Background: an optimization exercise with open tools, aiming at small area. Do not read the settings as production practice. Function was checked by simulation only, so behaviour that the tests miss may differ from the original. Power is estimated from default activity; no workload was simulated.

==> job 1389 <==
// skin_box_top
module skin_box_top
#(
    parameter int FRAME_WIDTH = skin_box_pkg::DEF_FRAME_WIDTH,
    parameter int TILE_WIDTH  = skin_box_pkg::DEF_TILE_WIDTH,
    parameter int TILE_HEIGHT = skin_box_pkg::DEF_TILE_HEIGHT
) (
    input  logic    pclk,
    input  logic    reset,
    input  logic    vsync,
    input  logic    href,
    input  logic    config_done,
    input  logic [7:0] cam_data,
    output logic [9:0]  x_coord,
    output logic [9:0]  y_coord,
    output logic    skin_wide,
    output logic    box_hit,
    output logic [skin_box_pkg::NUM_REGIONS*10-1:0] box_min_x,
    output logic [skin_box_pkg::NUM_REGIONS*10-1:0] box_max_x,
    output logic [skin_box_pkg::NUM_REGIONS*10-1:0] box_min_y,
    output logic [skin_box_pkg::NUM_REGIONS*10-1:0] box_max_y
);
    logic [1:0] u_class;
    logic [1:0] v_class;
    logic    sample_strobe;
    yuv_capture u_capture (
        .pclk          (pclk),
        .reset         (reset),
        .vsync         (vsync),
        .href          (href),
        .config_done   (config_done),
        .cam_data      (cam_data),
        .x_coord       (x_coord),
        .y_coord       (y_coord),
        .u_class       (u_class),
        .v_class       (v_class),
        .sample_strobe (sample_strobe)
    );
    chroma_classifier u_classifier (
  ...
Settings: LEC_CHECK=0, CAP_MARGIN=0, CORE_MARGIN=2, CORE_UTILIZATION=40, SLEW_MARGIN=0; clock period 8.0 ns.
standard.sh (not shown) runs the stock make flow with config.mk's settings and CLKGATE_MAP_FILE= SYNTH_SCRIPT=/design/flow/synth_recipe.tcl, a recipe that flattens the netlist after the stock synthesis.
==> flow/flow/run.sh <==
#!/bin/bash
# Layout flow: the standard synthesis, then its combinational gates are re-mapped
# for area (flow/resynth.tcl; flip-flops untouched), then the standard ORFS
# flow from floorplan on, with the port buffers in the smallest buffer cell.
set -euo pipefail
W=$(pwd)
R=$W/orfs/results/$FLOW_PLATFORM/skin_box_top/base
bash standard.sh synth > make_synth.log 2>&1
cp "$R/1_2_yosys.v" "$W/std_1_2_yosys.v"
RESYN_LIB=$FLOW_HOME/platforms/sky130hd/lib/sky130_fd_sc_hd__tt_025C_1v80.lib \
RESYN_IN=$W/std_1_2_yosys.v RESYN_OUT=$R/1_2_yosys.v RESYN_TOP=$FLOW_TOP \
RESYN_DIR=$W RESYN_ABC=$W/flow/area.abc \
  "${YOSYS_EXE:-yosys}" -c flow/resynth.tcl > resynth.log 2>&1
rm -f "$R/1_synth.odb" "$R/1_synth.sdc"
bash standard.sh BUFFER_PORTS_ARGS="-buffer_cell sky130_fd_sc_hd__buf_1" CTS_ARGS="-sink_clustering_enable -repair_clock_nets -sink_clustering_size 8 -sink_clustering_max_diameter 50 -buf_list sky130_fd_sc_hd__clkbuf_4 -dont_use_dummy_load" finish > make_finish.log 2>&1
==> flow/flow/area.abc <==
strash
&get -n
&st
&dc2
&dch
&nf -R 1000
&put
strash
&get -n
&dch
&nf -R 1000
&put
==> flow/flow/resynth.tcl <==
# Re-map the combinational logic of the standard synthesis netlist for area.
# The flip-flops are kept as they are (same instances, names and cells);
# only the gates between them are rebuilt by ABC with an area-oriented script.
yosys -import
set lib $::env(RESYN_LIB)
set in  $::env(RESYN_IN)
set out $::env(RESYN_OUT)
read_liberty -ignore_miss_func $lib
# sequential and special cells stay black boxes
blackbox sky130_fd_sc_hd__df* sky130_fd_sc_hd__sdf* sky130_fd_sc_hd__edf* sky130_fd_sc_hd__sedf* sky130_fd_sc_hd__dl*
read_verilog $in
hierarchy -top $::env(RESYN_TOP)
flatten
# the pins of the flattened gates must not name the nets
yosys rename -hide w:_*_.*
opt -purge
tee -o $::env(RESYN_DIR)/stat_before.txt stat -liberty $lib
set dont_use {}
foreach p {sky130_fd_sc_hd__fa_* sky130_fd_sc_hd__ha_* sky130_fd_sc_hd__fah* sky130_fd_sc_hd__probe_p_8 sky130_fd_sc_hd__probec_p_8 sky130_fd_sc_hd__lpflow_*} { lappend dont_use -dont_use $p }
abc -script $::env(RESYN_ABC) -liberty $lib {*}$dont_use
read_liberty -lib -ignore_redef $lib
opt_clean -purge
splitnets
opt_clean -purge
hilomap -hicell sky130_fd_sc_hd__conb_1 HI -locell sky130_fd_sc_hd__conb_1 LO
opt_clean -purge
tee -o $::env(RESYN_DIR)/stat_after.txt stat -liberty $lib
check -assert
write_verilog -noattr -nohex -nodec $out
==> job 4624 (differences from job 1389) <==
--- a/flow/design.v
+++ b/flow/design.v
@@ -191,10 +191,12 @@
     assign mxy_grow = lt10(mxy_cur, y_coord);
     assign xmin_d = vsync ? 10'd641 : x_coord;
     assign xmax_d = vsync ? 10'd0 : x_coord;
     assign ymin_d = vsync ? 10'd641 : y_coord;
     assign ymax_d = vsync ? 10'd0 : y_coord;
+    logic [6:0] xmin3_d;
+    assign xmin3_d = vsync ? 7'd80 : 7'(x_coord[7:1] + 7'd16);
     logic r0_sel, r0_empty;
     logic [9:0] r0_mnx, r0_mxx, r0_mny, r0_mxy;
     assign r0_sel = hit && pos[0];
     logic r0_empty_q;
     always_ff @(posedge pclk or posedge reset) begin
@@ -429,27 +431,20 @@
     assign box_max_y[29:20] = r2_mxy;
     logic r3_sel, r3_empty;
     logic [9:0] r3_mnx, r3_mxx, r3_mny, r3_mxy;
     assign r3_sel = hit && pos[3];
     assign r3_empty = ~(r3_mxx[8] | r3_mxx[9]);
-    logic [8:0] r3_mnx_q;
+    logic [6:0] r3_mnx_q;
     logic r3_mnx_ld;
+    logic [8:0] r3_mnx_half;
     assign r3_mnx_ld = vsync || (r3_sel && mnx_grow);
     always_ff @(posedge pclk or posedge reset) begin
-        if (reset) r3_mnx_q <= 9'd320;
-        else if (r3_mnx_ld) r3_mnx_q <= {xmin_d[9], xmin_d[8], xmin_d[7], xmin_d[6], xmin_d[5], xmin_d[4], xmin_d[3], xmin_d[2], xmin_d[1]};
+        if (reset) r3_mnx_q <= 7'd80;
+        else if (r3_mnx_ld) r3_mnx_q <= xmin3_d;
     end
-    assign r3_mnx[0] = r3_empty;
-    assign r3_mnx[1] = r3_mnx_q[0];
-    assign r3_mnx[2] = r3_mnx_q[1];
-    assign r3_mnx[3] = r3_mnx_q[2];
-    assign r3_mnx[4] = r3_mnx_q[3];
-    assign r3_mnx[5] = r3_mnx_q[4];
-    assign r3_mnx[6] = r3_mnx_q[5];
-    assign r3_mnx[7] = r3_mnx_q[6];
-    assign r3_mnx[8] = r3_mnx_q[7];
-    assign r3_mnx[9] = r3_mnx_q[8];
+    assign r3_mnx_half = {2'b00, r3_mnx_q} + 9'd240;
+    assign r3_mnx = {r3_mnx_half, r3_empty};
     logic [8:0] r3_mxx_q;
     logic r3_mxx_ld;
     assign r3_mxx_ld = vsync || (r3_sel && mxx_grow);
     always_ff @(posedge pclk or posedge reset) begin
         if (reset) r3_mxx_q <= 9'd0;
@@ -733,27 +728,20 @@
     assign box_max_y[69:60] = r6_mxy;
     logic r7_sel, r7_empty;
     logic [9:0] r7_mnx, r7_mxx, r7_mny, r7_mxy;
     assign r7_sel = hit && pos[7];
     assign r7_empty = ~(r7_mxx[8] | r7_mxx[9]);
-    logic [8:0] r7_mnx_q;
+    logic [6:0] r7_mnx_q;
     logic r7_mnx_ld;
+    logic [8:0] r7_mnx_half;
     assign r7_mnx_ld = vsync || (r7_sel && mnx_grow);
     always_ff @(posedge pclk or posedge reset) begin
-        if (reset) r7_mnx_q <= 9'd320;
-        else if (r7_mnx_ld) r7_mnx_q <= {xmin_d[9], xmin_d[8], xmin_d[7], xmin_d[6], xmin_d[5], xmin_d[4], xmin_d[3], xmin_d[2], xmin_d[1]};
+        if (reset) r7_mnx_q <= 7'd80;
+        else if (r7_mnx_ld) r7_mnx_q <= xmin3_d;
     end
-    assign r7_mnx[0] = r7_empty;
-    assign r7_mnx[1] = r7_mnx_q[0];
-    assign r7_mnx[2] = r7_mnx_q[1];
-    assign r7_mnx[3] = r7_mnx_q[2];
-    assign r7_mnx[4] = r7_mnx_q[3];
-    assign r7_mnx[5] = r7_mnx_q[4];
-    assign r7_mnx[6] = r7_mnx_q[5];
-    assign r7_mnx[7] = r7_mnx_q[6];
-    assign r7_mnx[8] = r7_mnx_q[7];
-    assign r7_mnx[9] = r7_mnx_q[8];
+    assign r7_mnx_half = {2'b00, r7_mnx_q} + 9'd240;
+    assign r7_mnx = {r7_mnx_half, r7_empty};
     logic [8:0] r7_mxx_q;
     logic r7_mxx_ld;
     assign r7_mxx_ld = vsync || (r7_sel && mxx_grow);
     always_ff @(posedge pclk or posedge reset) begin
         if (reset) r7_mxx_q <= 9'd0;
@@ -1037,27 +1025,20 @@
     assign box_max_y[109:100] = r10_mxy;
     logic r11_sel, r11_empty;
     logic [9:0] r11_mnx, r11_mxx, r11_mny, r11_mxy;
     assign r11_sel = hit && pos[11];
     assign r11_empty = ~(r11_mxx[8] | r11_mxx[9]);
-    logic [8:0] r11_mnx_q;
+    logic [6:0] r11_mnx_q;
     logic r11_mnx_ld;
+    logic [8:0] r11_mnx_half;
     assign r11_mnx_ld = vsync || (r11_sel && mnx_grow);
     always_ff @(posedge pclk or posedge reset) begin
-        if (reset) r11_mnx_q <= 9'd320;
-        else if (r11_mnx_ld) r11_mnx_q <= {xmin_d[9], xmin_d[8], xmin_d[7], xmin_d[6], xmin_d[5], xmin_d[4], xmin_d[3], xmin_d[2], xmin_d[1]};
+        if (reset) r11_mnx_q <= 7'd80;
+        else if (r11_mnx_ld) r11_mnx_q <= xmin3_d;
     end
-    assign r11_mnx[0] = r11_empty;
-    assign r11_mnx[1] = r11_mnx_q[0];
-    assign r11_mnx[2] = r11_mnx_q[1];
-    assign r11_mnx[3] = r11_mnx_q[2];
-    assign r11_mnx[4] = r11_mnx_q[3];
-    assign r11_mnx[5] = r11_mnx_q[4];
-    assign r11_mnx[6] = r11_mnx_q[5];
-    assign r11_mnx[7] = r11_mnx_q[6];
-    assign r11_mnx[8] = r11_mnx_q[7];
-    assign r11_mnx[9] = r11_mnx_q[8];
+    assign r11_mnx_half = {2'b00, r11_mnx_q} + 9'd240;
+    assign r11_mnx = {r11_mnx_half, r11_empty};
     logic [8:0] r11_mxx_q;
     logic r11_mxx_ld;
     assign r11_mxx_ld = vsync || (r11_sel && mxx_grow);
     always_ff @(posedge pclk or posedge reset) begin
         if (reset) r11_mxx_q <= 9'd0;
--- a/flow/flow/run.sh
+++ b/flow/flow/run.sh
@@ -10,6 +10,6 @@
 RESYN_LIB=$FLOW_HOME/platforms/sky130hd/lib/sky130_fd_sc_hd__tt_025C_1v80.lib \
 RESYN_IN=$W/std_1_2_yosys.v RESYN_OUT=$R/1_2_yosys.v RESYN_TOP=$FLOW_TOP \
 RESYN_DIR=$W RESYN_ABC=$W/flow/area.abc \
   "${YOSYS_EXE:-yosys}" -c flow/resynth.tcl > resynth.log 2>&1
 rm -f "$R/1_synth.odb" "$R/1_synth.sdc"
-bash standard.sh BUFFER_PORTS_ARGS="-buffer_cell sky130_fd_sc_hd__buf_1" CTS_ARGS="-sink_clustering_enable -repair_clock_nets -sink_clustering_size 8 -sink_clustering_max_diameter 50 -buf_list sky130_fd_sc_hd__clkbuf_4 -dont_use_dummy_load" finish > make_finish.log 2>&1
+bash standard.sh BUFFER_PORTS_ARGS="-buffer_cell sky130_fd_sc_hd__buf_1" CTS_ARGS="-sink_clustering_enable -repair_clock_nets -sink_clustering_size 9 -sink_clustering_max_diameter 50 -buf_list sky130_fd_sc_hd__clkbuf_4 -dont_use_dummy_load" finish > make_finish.log 2>&1
==> flow/flow/area.abc (replaced) <==
strash
&get -n
&st
&deepsyn -T 120
&dch
&nf -R 1000
&put
strash
&get -n
&dch
&nf -R 1000
&put
--- a/flow/config.mk
+++ b/flow/config.mk
@@ -5,7 +5,7 @@
 export SDC_FILE = /design/flow/constraint.sdc
 export NUM_CORES = 4
 export LEC_CHECK = 0
 export CAP_MARGIN = 0
 export CORE_MARGIN = 2
-export CORE_UTILIZATION = 40
+export CORE_UTILIZATION = 55
 export SLEW_MARGIN = 0
==> qor summary <==
| quantity | job 1389 | job 4624 |
|---|---|---|
| Result of the run | complete, no violations | complete, no violations |
| R2r endpoint | u_tracker.r3_mxx_q[6] | u_tracker.r8_mxx_q[5] |
| Int Power | 0.00245 W | 0.00238 W |
| DP Cell Count | 3062 | 2399 |
| Antenna violations before repair | 4 | 2 |
| Final design area excluding fillers | 22000 um^2 | 20200 um^2 |
| Hold path start | u_capture.state[1] | u_tracker.r1_mny_q[0] |
| Clock power frac | 33.1% | 31.2% |
| Switching portion of total power | 26.1% | 25.0% |
| Crit share post-route | 84.4% | 73.0% |
| Number of diodes | 5 | 1 |
| Clock-net power | 0.00110 W | 0.000990 W |
| Placeable Area | 45400 um^2 | 30700 um^2 |
| Total area of multi-input combinational cells | 7940 um^2 | 6710 um^2 |
| Final worst slack | 1.25 ns | 2.16 ns |
| Total number of placement rows | 78 | 64 |
| Worst hold margin | 0.473 ns | 0.468 ns |
| FFs & Latches | 415 | 409 |
| Sequential power | 0.00210 W | 0.00207 W |
| NumNets Final | 2536 | 2070 |
| Buf+Inv Stages, Crit Path | 1 | 3 |
| Power density cells | 151 nW/um^2 | 157 nW/um^2 |
| Setup slack after placement | 1.48 ns | 2.43 ns |
| R2R setup slack | 1.25 ns | 2.16 ns |
| Fill cell instance count of the final layout | 4436 | 2607 |

[separate check: timing with driven ports]
Ports are ideal in the flow. The routed layouts listed here were re-timed in OpenROAD. Step 1: set_driving_cell puts a clkbuf_16 on pclk and a buf_2 on each other input, an assumption about the parent block. Step 2 also shifts input and output timing later by t, the mid clock arrival at the registers, as if the neighbouring blocks saw the same clock. a / b / c = no drivers / after step 1 / after step 2; a / b = the first two.
run | t, ns | setup slack, ns | worst register clock-pin slew, ns
job 1389 | 0.894 | 1.248 / 1.248 / 1.248 | 0.11 / 0.11
job 4624 | 0.768 | 2.162 / 2.162 / 2.162 | 0.11 / 0.11
After both steps setup and hold are still met in every run listed.
